From an optimization exercise on the open Yosys and OpenROAD flow, aimed at small area; shortcuts taken in it are not production practice. Function was checked by simulation only, so behaviour that the tests miss may differ from the original. No activity file was given, so power comes from the tool's default toggle rates.

## flow/flow/run.sh

```bash
#!/bin/bash
# Layout flow: the standard synthesis and ORFS steps, with these changes:
#  - after synthesis, every logic cell is set to its smallest size;
#  - ports are buffered with buf_2 instead of the resizer's default pick;
#  - the clock tree uses clkbuf_8 leaves on clusters of up to 15 sinks, clkbuf_16
#    above them, and no dummy loads.
# Each step's full output goes to a log file in the work folder.
set -euo pipefail
cd "$(dirname "$0")/.."

bash standard.sh synth > synth.log 2>&1

SYNTH_ODB=$PWD/orfs/results/$FLOW_PLATFORM/shift_reg/base/1_synth.odb \
  openroad -no_init -exit flow/downsize.tcl > downsize.log 2>&1
touch orfs/results/$FLOW_PLATFORM/shift_reg/base/1_synth.sdc

bash standard.sh \
  "BUFFER_PORTS_ARGS=-buffer_cell sky130_fd_sc_hd__buf_2" \
  "CTS_ARGS=-sink_clustering_enable -repair_clock_nets -dont_use_dummy_load -root_buf sky130_fd_sc_hd__clkbuf_16 -tree_buf sky130_fd_sc_hd__clkbuf_16 -buf_list {sky130_fd_sc_hd__clkbuf_8} -sink_clustering_size 15 -sink_clustering_max_diameter 60" \
  finish > layout.log 2>&1
```

## flow/flow/downsize.tcl

```tcl
# Set every logic cell of the synthesized netlist to the smallest-area size of
# its type; placement-time repair then sizes up what timing, slew and load
# need, using real placement instead of synthesis's rough load model.
set odb $::env(SYNTH_ODB)
read_db $odb
set db [ord::get_db]
set block [ord::get_db_block]
array set best {}
foreach lib [$db getLibs] {
  foreach m [$lib getMasters] {
    set name [$m getName]
    if {![regexp {^(sky130_fd_sc_hd__[a-z0-9]+)_([0-9]+)$} $name -> base size]} continue
    set area [expr {[$m getWidth] * [$m getHeight]}]
    if {![info exists best($base)]} {
      set best($base) [list $m $area $size]
    } else {
      lassign $best($base) bm barea bsize
      if {$area < $barea || ($area == $barea && $size < $bsize)} {
        set best($base) [list $m $area $size]
      }
    }
  }
}
set n 0
foreach inst [$block getInsts] {
  set name [[$inst getMaster] getName]
  if {![regexp {^(sky130_fd_sc_hd__[a-z0-9]+)_([0-9]+)$} $name -> base size]} continue
  if {[regexp {^sky130_fd_sc_hd__(df|edf|sdf|dl|clk|conb|tap|fill|decap|diode)} $base]} continue
  set m [lindex $best($base) 0]
  if {[$m getName] ne $name} {
    $inst swapMaster $m
    incr n
  }
}
puts "resized $n cells to their smallest size"
write_db $odb
```

## flow/standard.sh

```bash
#!/bin/bash
# synth_recipe.tcl (not shown) runs the flow's synth.tcl, then flattens the netlist and writes it again
# the make line also repeats each setting of config.mk as NAME=value (left out here)
make -C /OpenROAD-flow-scripts/flow DESIGN_CONFIG=/design/flow/config.mk WORK_HOME=/design/flow/orfs CLKGATE_MAP_FILE= SYNTH_SCRIPT=/design/flow/synth_recipe.tcl "${@:-finish}"
```

## flow/config.mk

```make
export PLATFORM = sky130hd
export DESIGN_NAME = shift_reg
export DESIGN_NICKNAME = shift_reg
export VERILOG_FILES = /design/flow/design.v
export SDC_FILE = /design/flow/constraint.sdc
export NUM_CORES = 4
export LEC_CHECK = 0
export CAP_MARGIN = 10
export CORE_MARGIN = 2
export CORE_UTILIZATION = 40
export GPL_TIMING_DRIVEN = 0
export SETUP_SLACK_MARGIN = 0.15
export SLEW_MARGIN = 10
export SYNTH_HIERARCHICAL = 1
export SYNTH_MINIMUM_KEEP_SIZE = 0
```

## flow/constraint.sdc

```tcl
create_clock -name core_clock -period 7.0 [get_ports {clk}]
set_input_delay 1.4000 -clock core_clock [delete_from_list [all_inputs] [get_ports {clk}]]
set_output_delay 1.4000 -clock core_clock [all_outputs]
set_load 0.01 [all_outputs]
```

## flow/design.v

```verilog
package shift_reg_pkg;
  localparam int DEPTH  = 64;
  localparam int ADDR_W = $clog2(DEPTH);
  localparam int DATA_W = 16;
  typedef logic [DATA_W-1:0] word_t;
  typedef logic [ADDR_W-1:0] addr_t;
endpackage
module shift_reg_tap_mux
#(
  parameter int dataWidth = 16
) (
  input  logic [shift_reg_pkg::DEPTH-1:0][dataWidth-1:0] taps,
  input  logic [shift_reg_pkg::ADDR_W:0]                fill,
  input  logic                                          phase,
  input  shift_reg_pkg::addr_t                          sel,
  output logic [dataWidth-1:0]                          dout
);
  localparam int DEPTH = shift_reg_pkg::DEPTH;
  localparam int NG    = DEPTH / 3;   
  logic [DEPTH-1:0] hit;
  logic             valid;
  logic             vflip;
  shift_reg_rd_dec u_dec (
    .fill (fill),
    .sel  (sel),
    .hit  (hit),
    .valid(valid)
  );
  assign vflip = valid & (phase ^ sel[0]);
  for (genvar b = 0; b < dataWidth; b++) begin : g_bit
    logic [DEPTH-1:0] col;
    logic [NG:0]      grp_n;
    logic [5:0]       any;
    logic [1:0]       none;
    logic             raw;
    always_comb begin
      for (int j = 0; j < DEPTH; j++) col[j] = taps[j][b];
    end
    for (genvar g = 0; g < NG; g++) begin : g_grp
      shift_reg_aoi3 u_aoi (
        .d  (col[3*g +: 3]),
        .h  (hit[3*g +: 3]),
        .y_n(grp_n[g])
      );
    end
    shift_reg_nand2 u_last (.a(col[DEPTH-1]), .b(hit[DEPTH-1]), .y(grp_n[NG]));
    for (genvar i = 0; i < 5; i++) begin : g_any
      shift_reg_nand4 u_any (.a(grp_n[4*i +: 4]), .y(any[i]));
    end
    shift_reg_nand2 u_any5 (.a(grp_n[20]), .b(grp_n[21]), .y(any[5]));
    shift_reg_nor3  u_none0 (.a(any[2:0]), .y(none[0]));
    shift_reg_nor3  u_none1 (.a(any[5:3]), .y(none[1]));
    shift_reg_nand2 u_raw (.a(none[0]), .b(none[1]), .y(raw));
    assign dout[b] = raw ^ vflip;
  end
endmodule
module shift_reg_rd_dec (
  input  logic [shift_reg_pkg::ADDR_W:0]     fill,
  input  shift_reg_pkg::addr_t               sel,
  output logic [shift_reg_pkg::DEPTH-1:0]    hit,
  output logic                               valid
);
  logic [7:0] col_n, row_n;
  assign valid = fill[shift_reg_pkg::ADDR_W] | (sel < fill[shift_reg_pkg::ADDR_W-1:0]);
  shift_reg_dec3n_col u_col (.a(sel[2:0]), .y_n(col_n));
  shift_reg_dec3n u_row (.a(sel[5:3]), .en(valid), .y_n(row_n));
  for (genvar j = 0; j < shift_reg_pkg::DEPTH; j++) begin : g_hit
    shift_reg_nor2 u_hit (.a(row_n[j / 8]), .b(col_n[j % 8]), .y(hit[j]));
  end
endmodule
module shift_reg_dec3n (
  input  logic [2:0] a,
  input  logic       en,
  output logic [7:0] y_n
);
  always_comb begin
    for (int i = 0; i < 8; i++) y_n[i] = ~(en & (a == i));
  end
endmodule
module shift_reg_dec3n_col (
  input  logic [2:0] a,
  output logic [7:0] y_n
);
  always_comb begin
    for (int i = 0; i < 8; i++) y_n[i] = ~(a == i);
  end
endmodule
module shift_reg_nand2 (
  input  logic a,
  input  logic b,
  output logic y
);
  assign y = ~(a & b);
endmodule
module shift_reg_nand4 (
  input  logic [3:0] a,
  output logic       y
);
  assign y = ~&a;
endmodule
module shift_reg_nor3 (
  input  logic [2:0] a,
  output logic       y
);
  assign y = ~|a;
endmodule
module shift_reg_nor2 (
  input  logic a,
  input  logic b,
  output logic y
);
  assign y = ~(a | b);
endmodule
module shift_reg_aoi3 (
  input  logic [2:0] d,
  input  logic [2:0] h,
  output logic       y_n
);
  assign y_n = ~|(d & h);
endmodule
module shift_reg
#(
  parameter int dataWidth = 16
) (
  input  logic                 clk,
  input  logic                 rst,
  input  logic                 shift,
  input  logic [dataWidth-1:0] din,
  input  shift_reg_pkg::addr_t address,
  output logic [dataWidth-1:0] dout
);
  logic [shift_reg_pkg::DEPTH-1:0][dataWidth-1:0] mem;
  logic [shift_reg_pkg::DEPTH-1:0][dataWidth-1:0] mem_nxt;
  logic [shift_reg_pkg::DEPTH-1:0][dataWidth-1:0] mem_in_n;
  logic [shift_reg_pkg::ADDR_W:0]                 fill;
  logic                                           phase;
  always_ff @(posedge clk) begin
    if (rst) begin
      fill  <= '0;
      phase <= 1'b0;
    end else begin
      if (!shift) phase <= ~phase;
      if (shift && !fill[shift_reg_pkg::ADDR_W]) fill <= fill + 1'b1;
    end
  end
  always_comb begin
    mem_in_n[0] = ~(din ^ {dataWidth{phase}});
    for (int k = 1; k < shift_reg_pkg::DEPTH; k++) begin
      mem_in_n[k] = mem[k-1];
    end
  end
  for (genvar k = 0; k < shift_reg_pkg::DEPTH; k++) begin : g_entry
    shift_reg_entry #(
      .dataWidth(dataWidth)
    ) u_entry (
      .sh  (shift),
      .d_n (mem_in_n[k]),
      .q   (mem[k]),
      .nxt (mem_nxt[k])
    );
  end
  always_ff @(posedge clk) begin
    mem <= mem_nxt;
  end
  shift_reg_tap_mux #(
    .dataWidth(dataWidth)
  ) u_tap_mux (
    .taps (mem),
    .fill (fill),
    .phase(phase),
    .sel  (address),
    .dout (dout)
  );
endmodule
module shift_reg_entry
#(
  parameter int dataWidth = 16
) (
  input  logic                 sh,
  input  logic [dataWidth-1:0] d_n,
  input  logic [dataWidth-1:0] q,
  output logic [dataWidth-1:0] nxt
);
  logic sh_n;
  assign sh_n = ~sh;
  for (genvar b = 0; b < dataWidth; b++) begin : g_bit
    shift_reg_cell u_cell (
      .sh  (sh),
      .sh_n(sh_n),
      .d_n (d_n[b]),
      .q   (q[b]),
      .nxt (nxt[b])
    );
  end
endmodule
module shift_reg_cell (
  input  logic sh,
  input  logic sh_n,
  input  logic d_n,
  input  logic q,
  output logic nxt
);
  assign nxt = ~((sh_n | d_n) & (sh | q));
endmodule
```

==> flow_metrics.env, run 1 <==
export IMPL_grt_max_degree=163
export IMPL_cts_sinks=1032
export IMPL_critPathCaptureType="primary output"
export IMPL_hold_start="mem[580]"
export IMPL_drt_wl_total_um=97200
export IMPL_whs_endpoint="mem[596]"
export IMPL_coreArea_um2=80500
export IMPL_worstReg2RegStart="phase"
export IMPL_clk_latency_ps=600
export IMPL_relSlewSlack_pct=15.9
export IMPL_wl_per_cell_um=24.4
export IMPL_ctsRootBufferMaster="clkbuf_16"
export IMPL_post_route_period_util_pct=97.2
export IMPL_worstPathRequired_ps=5600
export IMPL_setup_violations=0
export IMPL_pin_count=41
export IMPL_clkSlewWorstSetupHoldPaths_ps=80
export IMPL_dieArea_um2=83600
export IMPL_period_needed_ps=6800
export IMPL_syn_to_final_growth_pct=10.0
export IMPL_vias_per_cell=6.70
export IMPL_tightest_slew_ps=1260
export IMPL_yosys_area_um2=32800
export IMPL_final_nets=2952
export IMPL_route_vias_total=26700
export IMPL_cts_hold_buf=0
export IMPL_grt_pass1_wl_um=149000
export IMPL_synth_distinct_cells=34
export IMPL_highest_layer="met4"
export IMPL_clock_fmax_mhz=147
export IMPL_grt_ovfl_total=0
export IMPL_synth_area_um2=32500
export IMPL_status="no timing/DRC/antenna violations"
export IMPL_drv_slew=0
export IMPL_synthCells=2778
export IMPL_arrival_ps=5400
export IMPL_r2r_end="mem[11]"
export IMPL_gp_congestion=0.842
export IMPL_cts_tree="yes"
export IMPL_antenna_cells=0
export IMPL_cellLeakagePower_nw=12.8
export IMPL_die_x_um=289
export IMPL_ant_nets=0
export IMPL_grt_setup_unrepaired="false"
export IMPL_yosysWarningCount=10
export IMPL_cts_buffers=80
export IMPL_vdd_ir_drop_worst_v=0.000173
export IMPL_wl_met1_um=43200
export IMPL_dr_wl_met3_um=7490
export IMPL_fin_util_pct=44.4
export IMPL_dr_pass1_iters=13
export IMPL_synth_nets=2809
export IMPL_hold_depth=1
export IMPL_grt_total_usage_pct=22.4
export IMPL_placement_cell_area_um2=34400
export IMPL_synth_seq_area_share_pct=63.0
export IMPL_postSynthAreaPerCell_um2=11.7
export IMPL_grt_pass1_vias=25100
export IMPL_holdWs_ps=449
export IMPL_met2_length_um=44300
export IMPL_maxCapViolCount=0
export IMPL_crit_type="primary input to primary output"
export IMPL_core_rowCount=104
export IMPL_synth_seq_cells=1032
export IMPL_startpoint_type="primary input"
export IMPL_finalHoldViolations=0
export IMPL_drc=0
export IMPL_die_h_um=289
export IMPL_io_buffer_count=40
export IMPL_fin_area_um2=35800
export IMPL_clockBufferDepth=3
export IMPL_worst_r2r_path_depth=4
export IMPL_fill_cells=7388
export IMPL_powerDensity_nw_per_um2=325
export IMPL_fin_skew_ps=62.1
export IMPL_antenna_found_initial=0
export IMPL_drive_gt1_share_pct=6.47
export IMPL_ff2ff_setup_slack_ps=5190
export IMPL_cts_max_level=3
export IMPL_place_hpwl_um=64200
export IMPL_initial_utilization_pct=40.4
export IMPL_hold_path_class="flop to flop"
export IMPL_cp_max_fo=16
export IMPL_first_iter_violations=4415
[cell usage in the layout, fill, tap and decap left out, drive strengths merged, types with 2 or more instances in the layout]
cell,count
buf,65
nor2,72
nand3b,4
and2b,2
o211ai,2
nor2b,2
a21oi,3
or3b,3
nand2,51
xor2,3
o22ai,1024
a222oi,336
xnor2,33
ha,6
mux2,3
nand4,84
nand4b,3
inv,69
clkbuf,80
nor3,32
nand4bb,3
dfxtp,1032
[worst max-delay path, stage by stage]
cell and delay, ps:
buf_2 210, ha_1 340, o211ai_1 90, o211ai_1 210, nand2_2 280, nand4bb_4 280
nor2_2 180, a222oi_1 850, nand4_1 500, nor3_4 420, nand2_1 200, xnor2_1 240
buf_2 170
[per-module statistics from Yosys (local to each module, per instance), excerpt]
module / times used / flops+latches / cells inside / area [µm²]
shift_reg_nand2: 48 / 0 / 1 / 3.75
shift_reg_nand4: 80 / 0 / 1 / 6.26
shift_reg_nor3: 32 / 0 / 1 / 10.0
shift_reg_aoi3: 336 / 0 / 1 / 10.0
shift_reg_rd_dec: 1 / 0 / 18 / 126
shift_reg_dec3n_col: 1 / 0 / 8 / 60.1
shift_reg_dec3n: 1 / 0 / 8 / 76.3
shift_reg_nor2: 64 / 0 / 1 / 3.75
shift_reg: 1 / 1032 / 1077 / 21000
[what timing repair did]
| action | CTS | global route |
|---|---|---|
| pin swaps | 3 | 4 |
| resized for setup | 12 | 17 |
| setup buffers | 0 | 1 |
| endpoints found under the setup margin | 8 | 11 |
[sequential cells by signal, summed over array words and instances (netlist names)]
signal  count
mem      1024
phase       1
fill        7
[metrics by stage]
step	setup TNS [ps]	setup slack, ps	instances	power, mW
CTS	0	205	3975	11.7
global placement	-	-13560	3878	8.81
floorplan	0	1750	2778	8.17
detailed placement	-1530	-443	3895	8.74
global route	0	150	3979	12.1
finish	0	199	3979	11.6
[how the worst max path moves through the flow]
| stage | from | to | slack (ps) | cells past startpoint |
|---|---|---|---|---|
| final | address[3] | dout[11] | 200 | 13 |
| after global routing | address[3] | dout[11] | 150 | 13 |
| after CTS | address[5] | dout[7] | 200 | 13 |
| after detailed placement | address[3] | dout[11] | -440 | 13 |
| after global placement | shift | mem[459] | -13560 | 3 |
| after floorplan | address[5] | dout[0] | 1750 | 11 |
[power by group]
group	total (mW)	switching, mW	internal [mW]
Combinational	1.08	0.567	0.517
Sequential	7.57	0.763	6.81
Clock	2.98	1.83	1.15
Total	11.6	3.16	8.47
[cell usage after synthesis, drive strengths merged]
library cell | n | area (µm²)
dfxtp | 1032 | 20700
o22ai | 1024 | 6410
a222oi | 336 | 3360
nand4 | 84 | 526
nor2 | 72 | 270
inv | 69 | 259
nand2 | 51 | 199
xnor2 | 33 | 364
nor3 | 32 | 320
ha | 6 | 75.1
buf | 4 | 37.5
nand3b | 4 | 30.0
a21oi | 3 | 15.0
mux2 | 3 | 33.8
nand4b | 3 | 26.3
nand4bb | 3 | 33.8
or3b | 3 | 26.3
xor2 | 3 | 26.3
and2b | 2 | 17.5
nor2b | 2 | 12.5
o211ai | 2 | 15.0
a41oi | 1 | 8.76
and3 | 1 | 6.26
mux2i | 1 | 10.0
nand3 | 1 | 5.00
nor3b | 1 | 7.51
or3 | 1 | 6.26
or4b | 1 | 10.0
[logic make-up (layout without fill, tap and decap cells)]
group / after synthesis / count (layout) / share of synthesized area, %
fa+ha+maj: 6 / 6 / 0.229
compound gates: 1366 / 1366 / 29.9
mux: 4 / 4 / 0.134
buf+inv: 73 / 214 / 0.905
flops: 1032 / 1032 / 63.0
simple gates: 261 / 261 / 4.57
xor+xnor: 36 / 36 / 1.19
[final cells by class]
type | instances | area [µm²] | share of cell area (%)
Timing Repair Buffer | 61 | 568 | 1.59
Sequential cell | 1032 | 20700 | 57.8
Tap cell | 1060 | 1330 | 3.71
Buffer | 4 | 15.0 | 0.0420
Inverter | 69 | 259 | 0.724
Clock buffer | 80 | 1200 | 3.36
Multi-Input combinational cell | 1673 | 11700 | 32.8
[routing by layer]
metal,up-vias,track usage [%]
li1,12400,-
met1,13100,31.6
met2,1035,35.5
met3,151,3.77
met4,0,6.39
met5,-,0
==> run 2: changes to the inputs <==
==> flow/flow/run.sh (replaced) <==
#!/bin/bash
# Layout flow: the standard synthesis and ORFS steps, with these changes:
#  - after synthesis, every logic cell is set to its smallest size;
#  - ports are buffered with buf_1 instead of the resizer's default pick;
#  - the clock tree uses clkbuf_4 leaves on clusters of up to 10 sinks, clkbuf_16
#    above them, and no dummy loads.
# Each step's full output goes to a log file in the work folder.
set -euo pipefail
cd "$(dirname "$0")/.."

bash standard.sh synth > synth.log 2>&1

SYNTH_ODB=$PWD/orfs/results/$FLOW_PLATFORM/shift_reg/base/1_synth.odb \
  openroad -no_init -exit flow/downsize.tcl > downsize.log 2>&1
touch orfs/results/$FLOW_PLATFORM/shift_reg/base/1_synth.sdc

bash standard.sh \
  "BUFFER_PORTS_ARGS=-buffer_cell sky130_fd_sc_hd__buf_1" \
  "CTS_ARGS=-sink_clustering_enable -repair_clock_nets -dont_use_dummy_load -root_buf sky130_fd_sc_hd__clkbuf_16 -tree_buf sky130_fd_sc_hd__clkbuf_16 -buf_list {sky130_fd_sc_hd__clkbuf_4} -sink_clustering_size 10 -sink_clustering_max_diameter 45" \
  finish > layout.log 2>&1
--- a/flow/config.mk
+++ b/flow/config.mk
@@ -5,11 +5,11 @@
 export SDC_FILE = /design/flow/constraint.sdc
 export NUM_CORES = 4
 export LEC_CHECK = 0
-export CAP_MARGIN = 10
+export CAP_MARGIN = 20
 export CORE_MARGIN = 2
 export CORE_UTILIZATION = 40
 export GPL_TIMING_DRIVEN = 0
 export SETUP_SLACK_MARGIN = 0.15
-export SLEW_MARGIN = 10
+export SLEW_MARGIN = 20
 export SYNTH_HIERARCHICAL = 1
 export SYNTH_MINIMUM_KEEP_SIZE = 0
==> flow_metrics.env, run 2 <==
export IMPL_cts_sinks=1032
export IMPL_synth_seq_area_share_pct=63.0
export IMPL_antenna_found_initial=0
export IMPL_synth_most_common_cell="dfxtp_1"
export IMPL_finalHoldViolations=0
export IMPL_pin_count=41
export IMPL_hold_path_class="flop to flop"
export IMPL_powerDensity_nw_per_um2=319
export IMPL_cellLeakagePower_nw=12.9
export IMPL_dr_pass1_iters=12
export IMPL_post_route_period_util_pct=95.7
export IMPL_layout_common_cells="1,032 x dfxtp_1, 1,024 x o22ai_1, 336 x a222oi_1"
export IMPL_clkPwrFrac_pct=24.3
export IMPL_ff2ff_setup_slack_ps=5170
export IMPL_ctsRootBufferMaster="clkbuf_16"
export IMPL_grt_ovfl_total=0
export IMPL_core_rowCount=104
export IMPL_p_int_mw=8.29
export IMPL_grt_pass1_wl_um=149000
export IMPL_synth_seq_cells=1032
export IMPL_die_h_um=289
export IMPL_critPathCaptureType="primary output"
export IMPL_postSynthAreaPerCell_um2=11.7
export IMPL_largestRegisters="mem: 1024 flops, fill: 7 flops, phase: 1 flops"
export IMPL_relSlewSlack_pct=20.0
export IMPL_drc=0
export IMPL_arrival_ps=5300
export IMPL_worst_slack_ps=299
export IMPL_ys_async_sr_fraction_pct=0
export IMPL_grt_total_usage_pct=22.3
export IMPL_io_buffer_count=40
export IMPL_yosysTopAreaCellShare_pct=63.0
export IMPL_synth_distinct_cells=34
export IMPL_die_x_um=289
export IMPL_seq_power_share_pct=66.1
export IMPL_setup_violations=0
export IMPL_syn_to_final_growth_pct=10.5
export IMPL_place_hpwl_um=65800
export IMPL_maxCapViolCount=0
export IMPL_yosys_area_um2=32800
export IMPL_tightest_slew_ps=1200
export IMPL_crit_cells=13
export IMPL_crit_chain="buf_2 > ha_1 > o211ai_1 > o211ai_1 > nand2_2 > nand4bb_2 > nor2_2 > a222oi_1 > nand4_1 > nor3_4 > nand2_1 > xnor2_1 > buf_1"
export IMPL_drt_wl_total_um=96500
export IMPL_layout_commonest_cell="dfxtp_1"
export IMPL_combPwrFrac_pct=9.6
export IMPL_synthCells=2778
export IMPL_drv_slew=0
export IMPL_dieArea_um2=83600
export IMPL_route_vias_total=27000
export IMPL_synth_top_flop_cell="dfxtp_1"
export IMPL_crit_type="primary input to primary output"
export IMPL_cts_tree="yes"
export IMPL_grt_setup_unrepaired="false"
export IMPL_largest_reg_flops=1024
export IMPL_yosys_top_cells_count="1,032 x dfxtp_1, 1,024 x o22ai_1, 336 x a222oi_1"
export IMPL_p_sw_share_pct=27.7
export IMPL_crit_family="simple AND/OR/NAND/NOR gates"
export IMPL_fin_skew_ps=53.3
export IMPL_final_nets=3007
export IMPL_cp_slowest_stage_delay_ps=800
export IMPL_clkSlewWorstSetupHoldPaths_ps=110
export IMPL_netSwitchingPower_mw=3.17
export IMPL_grt_pass1_vias=25400
export IMPL_antenna_cells=0
export IMPL_clockBufferDepth=3
export IMPL_p_total_mw=11.5
export IMPL_synth_area_um2=32500
export IMPL_period_needed_ps=6700
export IMPL_vdd_ir_drop_worst_v=0.000140
export IMPL_yosysWarningCount=10
export IMPL_yosysTopAreaCell="dfxtp_1"
export IMPL_synth_edff_count=0
export IMPL_coreArea_um2=80500
export IMPL_cpMaxStageDelayCell="a222oi_1"
export IMPL_top_register="mem"
export IMPL_worstPathRequired_ps=5600
export IMPL_path_buf_inv=2
export IMPL_cts_max_level=3
export IMPL_vias_per_cell=6.70
export IMPL_synth_area_leaders="dfxtp_1 63%, o22ai_1 20%, a222oi_1 10%, nand4_1 1.6%, nor3_2 0.98%"
export IMPL_cts_buffers=118
export IMPL_hold_depth=1
export IMPL_worst_r2r_path_depth=4
export IMPL_setup_tns_ps=0
export IMPL_startpoint_type="primary input"
export IMPL_grt_max_degree=53
export IMPL_initial_utilization_pct=40.4
export IMPL_wl_per_cell_um=23.9
export IMPL_ant_nets=0
export IMPL_pre_cts_ws_ps=-526
export IMPL_critPathMostFrequentCell="o211ai_1"
export IMPL_synth_nets=2809
export IMPL_cp_max_fo=16
export IMPL_clk_latency_ps=630
export IMPL_status="no timing/DRC/antenna violations"
export IMPL_first_iter_violations=4091
export IMPL_drive_gt1_share_pct=7.70
export IMPL_gp_congestion=0.854
export IMPL_clock_fmax_mhz=149
-- run 2: cell counts after synthesis --
No cell type changed its count.
-- run 2: routing by layer --
| layer | GRT usage (%) | wire [µm] | vias up |
|---|---|---|---|
| li1 | - | - | 12500 |
| met2 | 34.3 | 43000 | 1181 |
| met5 | 0 | 0 | - |
| met3 | 4.35 | 8360 | 142 |
| met4 | 6.64 | 2110 | 0 |
| met1 | 31.6 | 43100 | 13200 |
-- run 2: power groups by stage --
stage	sequential [mW]	clock [mW]	combinational [mW]
after floorplan	7.45	0	0.720
after detailed placement	7.68	0	1.08
after global routing	7.70	3.12	1.20
final	7.58	2.78	1.10
after global placement	7.75	0	1.32
after CTS	7.56	2.87	1.09
-- run 2: stage by stage --
| step | cell area [µm²] | hold WS (ps) | std cells | util (%) |
|---|---|---|---|---|
| finish | 35900 | 445 | 4034 | 44.6 |
| global route | 35900 | 462 | 4034 | 44.6 |
| CTS | 35800 | 432 | 4031 | 44.5 |
| detailed placement | 34600 | 442 | 3909 | 43.0 |
| global placement | 34000 | 438 | 3878 | 42.2 |
| floorplan | 32500 | 423 | 2778 | - |
-- run 2: cell families (layout without fill, tap and decap cells) --
kind of cell               count (synthesis)  after routing  share of synthesized area [%]
DFF                                     1032           1032                           63.0
buffers and inverters                     73            269                          0.905
muxes                                      4              4                          0.134
AOI/OAI and AO/OA                       1366           1366                           29.9
and+or+nand+nor                          261            261                           4.57
adders and majority gates                  6              6                          0.229
xor gates and xnor gates                  36             36                           1.19
-- run 2: worst paths after layout --
| check | start | end |
|---|---|---|
| max | address[3] | dout[11] |
| min | mem[92] | mem[108] |
| max reg2reg | phase | mem[11] |
| min reg2reg | mem[92] | mem[108] |
-- run 2: timing repair --
| action | in CTS | in global routing |
|---|---|---|
| cloned | 0 | 0 |
| setup buffers | 4 | 3 |
| setup endpoints to repair | 16 | 16 |
| hold buffers | 0 | 0 |
| gates resized for setup | 32 | 6 |
| pin swaps | 4 | 5 |
-- run 2: final cells by class --
class                           count  area [µm²]
Tap cell                         1060        1330
Multi-Input combinational cell   1673       11800
Fill cell                        7459       44600
Sequential cell                  1032       20700
Buffer                              4        15.0
Inverter                           69         259
Timing Repair Buffer               78         832
Clock buffer                      118        1040
-- run 2: worst reg2reg max path, delay by kind of cell (launching register included) --
family,cells,cell delay (ps)
buf+inv,2,940
flops,1,350
xor+xnor,1,310
compound gates,1,150
-- run 2: per-module statistics from Yosys (local to each module, per instance), excerpt --
module	cell area (µm²)	copies in the design
shift_reg_nor3	10.0	32
shift_reg_nand4	6.26	80
shift_reg_aoi3	10.0	336
shift_reg_cell	6.26	1024
shift_reg_nand2	3.75	48
shift_reg_rd_dec	126	1
shift_reg_dec3n_col	60.1	1
shift_reg_dec3n	76.3	1
shift_reg	21000	1
shift_reg_nor2	3.75	64
==> run 3: changes to the inputs <==
--- a/flow/flow/run.sh
+++ b/flow/flow/run.sh
@@ -16,5 +16,5 @@
 
 bash standard.sh \
   "BUFFER_PORTS_ARGS=-buffer_cell sky130_fd_sc_hd__buf_1" \
-  "CTS_ARGS=-sink_clustering_enable -repair_clock_nets -dont_use_dummy_load -root_buf sky130_fd_sc_hd__clkbuf_16 -tree_buf sky130_fd_sc_hd__clkbuf_16 -buf_list {sky130_fd_sc_hd__clkbuf_4} -sink_clustering_size 10 -sink_clustering_max_diameter 45" \
+  "CTS_ARGS=-sink_clustering_enable -repair_clock_nets -dont_use_dummy_load -root_buf sky130_fd_sc_hd__clkbuf_16 -tree_buf sky130_fd_sc_hd__clkbuf_16 -buf_list {sky130_fd_sc_hd__clkbuf_4} -sink_clustering_size 10 -sink_clustering_max_diameter 60" \
   finish > layout.log 2>&1
==> flow_metrics.env, run 3 <==
export IMPL_drv_slew=0
export IMPL_antenna_cells=0
export IMPL_hold_path_class="flop to flop"
export IMPL_core_rowCount=104
export IMPL_ys_async_sr_fraction_pct=0
export IMPL_post_route_period_util_pct=95.4
export IMPL_yosys_area_um2=32800
export IMPL_fin_util_pct=44.6
export IMPL_coreArea_um2=80500
export IMPL_netSwitchingPower_mw=3.17
export IMPL_grt_setup_unrepaired="false"
export IMPL_grt_total_usage_pct=22.3
export IMPL_syn_to_final_growth_pct=10.4
export IMPL_p_total_mw=11.4
export IMPL_cts_buffers=114
export IMPL_drt_wl_total_um=96400
export IMPL_cp_max_fo=16
export IMPL_relSlewSlack_pct=22.2
export IMPL_top_register="mem"
export IMPL_holdWs_ps=433
export IMPL_p_sw_share_pct=27.7
export IMPL_clkPwrFrac_pct=24.1
export IMPL_dieArea_um2=83600
export IMPL_regArea_um2=20700
export IMPL_final_nets=3003
export IMPL_synth_seq_area_share_pct=63.0
export IMPL_synth_edff_count=0
export IMPL_cts_sinks=1032
export IMPL_vias_per_cell=6.72
export IMPL_seq_power_share_pct=66.3
export IMPL_yosysTopAreaCellShare_pct=63.0
export IMPL_tightest_slew_ps=1160
export IMPL_maxCapViolCount=0
export IMPL_grt_ovfl_total=0
export IMPL_yosysTopAreaCell="dfxtp_1"
export IMPL_grt_max_degree=53
export IMPL_die_h_um=289
export IMPL_synthCells=2778
export IMPL_die_x_um=289
export IMPL_layout_commonest_cell="dfxtp_1"
export IMPL_cts_tree="yes"
export IMPL_antenna_found_initial=0
export IMPL_cellLeakagePower_nw=12.8
export IMPL_postSynthAreaPerCell_um2=11.7
export IMPL_io_buffer_count=40
export IMPL_status="no timing/DRC/antenna violations"
export IMPL_largestRegisters="mem: 1024 flops, fill: 7 flops, phase: 1 flops"
export IMPL_cts_hold_buf=0
export IMPL_route_vias_total=27100
export IMPL_clk_latency_ps=620
export IMPL_arrival_ps=5280
export IMPL_gp_congestion=0.854
export IMPL_largest_reg_flops=1024
export IMPL_first_iter_violations=3954
export IMPL_worstPathRequired_ps=5600
export IMPL_dr_pass1_iters=12
export IMPL_clock_fmax_mhz=150
export IMPL_synth_distinct_cells=34
export IMPL_grt_pass1_vias=25400
export IMPL_grt_pass1_wl_um=148000
export IMPL_setup_violations=0
export IMPL_synth_top_flop_cell="dfxtp_1"
export IMPL_clkSlewWorstSetupHoldPaths_ps=100
export IMPL_yosys_top_cells_count="1,032 x dfxtp_1, 1,024 x o22ai_1, 336 x a222oi_1"
export IMPL_p_int_mw=8.27
export IMPL_finalHoldViolations=0
export IMPL_fin_skew_ps=49.5
export IMPL_combPwrFrac_pct=9.6
export IMPL_powerDensity_nw_per_um2=319
export IMPL_ant_nets=0
export IMPL_ctsRootBufferMaster="clkbuf_16"
export IMPL_cts_max_level=3
export IMPL_clockBufferDepth=3
export IMPL_multi_input_area_um2=11800
export IMPL_crit_type="primary input to primary output"
export IMPL_yosysWarningCount=10
export IMPL_wl_per_cell_um=23.9
export IMPL_synth_area_leaders="dfxtp_1 63%, o22ai_1 20%, a222oi_1 10%, nand4_1 1.6%, nor3_2 0.98%"
export IMPL_fill_cells=7450
export IMPL_initial_utilization_pct=40.4
export IMPL_synth_area_um2=32500
export IMPL_layout_common_cells="1,032 x dfxtp_1, 1,024 x o22ai_1, 336 x a222oi_1"
export IMPL_startpoint_type="primary input"
export IMPL_pin_count=41
export IMPL_synth_seq_cells=1032
export IMPL_place_hpwl_um=65800
export IMPL_drive_gt1_share_pct=7.58
export IMPL_drc=0
export IMPL_period_needed_ps=6680
export IMPL_synth_most_common_cell="dfxtp_1"
export IMPL_synth_nets=2809
export IMPL_critPathCaptureType="primary output"
export IMPL_vdd_ir_drop_worst_v=0.000136
run 3: cell count changes in the layout (fill, tap and decap cells not counted), sizes merged:
| cell | previous run | this run |
|---|---|---|
| clkbuf | 118 | 114 |
run 3: critical path, stage by stage:
cell,delay (ps)
buf_2,200
ha_1,330
o211ai_1,90
o211ai_1,210
nand2_2,230
nand4bb_2,350
nor2_2,220
a222oi_1,730
nand4_1,420
nor3_2,430
nand2_1,210
xnor2_1,260
buf_1,180
run 3: worst paths after layout:
check | start | end | slack, ps | cells after the start
worst max-delay path | address[3] | dout[14] | 320 | 13
worst min-delay path | mem[502] | mem[518] | 430 | 1
worst max register to register | phase | mem[11] | 5170 | 4
worst min register to register | mem[502] | mem[518] | 430 | 1
run 3: layout make-up:
class / instances / area share (%)
buffer: 4 / 0.0418
clock buffer: 114 / 2.82
inverter: 69 / 0.722
multi-input combinational: 1673 / 32.8
sequential: 1032 / 57.6
tap: 1060 / 3.69
timing repair buffer: 78 / 2.32
run 3: power groups by stage:
| stage | sequential (mW) | clock (mW) | combinational, mW |
|---|---|---|---|
| after floorplan | 7.45 | 0 | 0.720 |
| after global placement | 7.75 | 0 | 1.32 |
| after detailed placement | 7.68 | 0 | 1.08 |
| after CTS | 7.56 | 2.85 | 1.09 |
| after global routing | 7.70 | 3.08 | 1.20 |
| final | 7.58 | 2.75 | 1.10 |
run 3: Yosys stat by module (local to each module, per instance), excerpt:
module	flip-flops and latches	times used	cells
shift_reg	1032	1	1077
shift_reg_dec3n	0	1	8
shift_reg_nor3	0	32	1
shift_reg_nand4	0	80	1
shift_reg_rd_dec	0	1	18
shift_reg_cell	0	1024	1
shift_reg_nor2	0	64	1
shift_reg_aoi3	0	336	1
shift_reg_dec3n_col	0	1	8
shift_reg_nand2	0	48	1
run 3: timing repair:
item / in CTS / in global routing
gates resized for setup: 33 / 6
pin swaps: 4 / 4
endpoints found under the setup margin: 16 / 16
buffers inserted: 4 / 3
run 3: through the flow:
stage | std cells | instance area, µm² | setup TNS, ps | setup WS (ps)
detailed placement | 3909 | 34600 | -2770 | -526
finish | 4030 | 35900 | 0 | 325
floorplan | 2778 | 32500 | 0 | 1750
global placement | 3878 | 34000 | - | -38600
CTS | 4027 | 35800 | 0 | 171
global route | 4030 | 35900 | 0 | 155
run 3: cell families after synthesis:
logic type                 synth area share (%)
buffers and inverters                     0.905
muxes                                     0.134
adders and majority gates                 0.229
AOI/OAI and AO/OA                          29.9
DFF                                        63.0
and+or+nand+nor                            4.57
xor gates and xnor gates                   1.19
run 3: routing by layer:
metal	part of all wire, %	GRT usage (%)	vias to the layer above
met4	2.4	6.91	0
met2	45	34.4	1186
met3	8.4	4.15	157
li1	-	-	12500
met5	0	0	-
met1	44	31.5	13200

[separate check: timing with driven ports]
The results above use ideal ports. As a check the final layouts listed here were re-extracted and re-timed, cells and wires unchanged. Step 1 sets driving cells, clkbuf_16 on the clock port and buf_2 on the other inputs (assumed; they add their load-dependent delay and slew). Step 2 adds t to the input delays and takes it off the output delays; t is the mean of the earliest and latest rising clock arrival at the registers after step 1. Input paths then give back, and output paths get back, about the clock's delay inside the block. Slacks: no drivers / after step 1 / after step 2; pairs: no drivers / after step 1.
run	shift t [ns]	slack for setup (ns)	worst hold slack (ns)	slew at the worst register clock pin (ns)
run 1	0.648	0.199 / 0.173 / 0.173	0.449 / 0.449 / 0.449	0.10 / 0.10
run 2	0.665	0.299 / 0.252 / 0.252	0.445 / 0.445 / 0.445	0.11 / 0.11
run 3	0.663	0.325 / 0.285 / 0.285	0.433 / 0.433 / 0.433	0.12 / 0.12
After both steps every run listed still meets setup and hold. The setup slack of run 2, which loses most, moves by -0.047 ns with the drivers and by -0.047 ns with both steps.
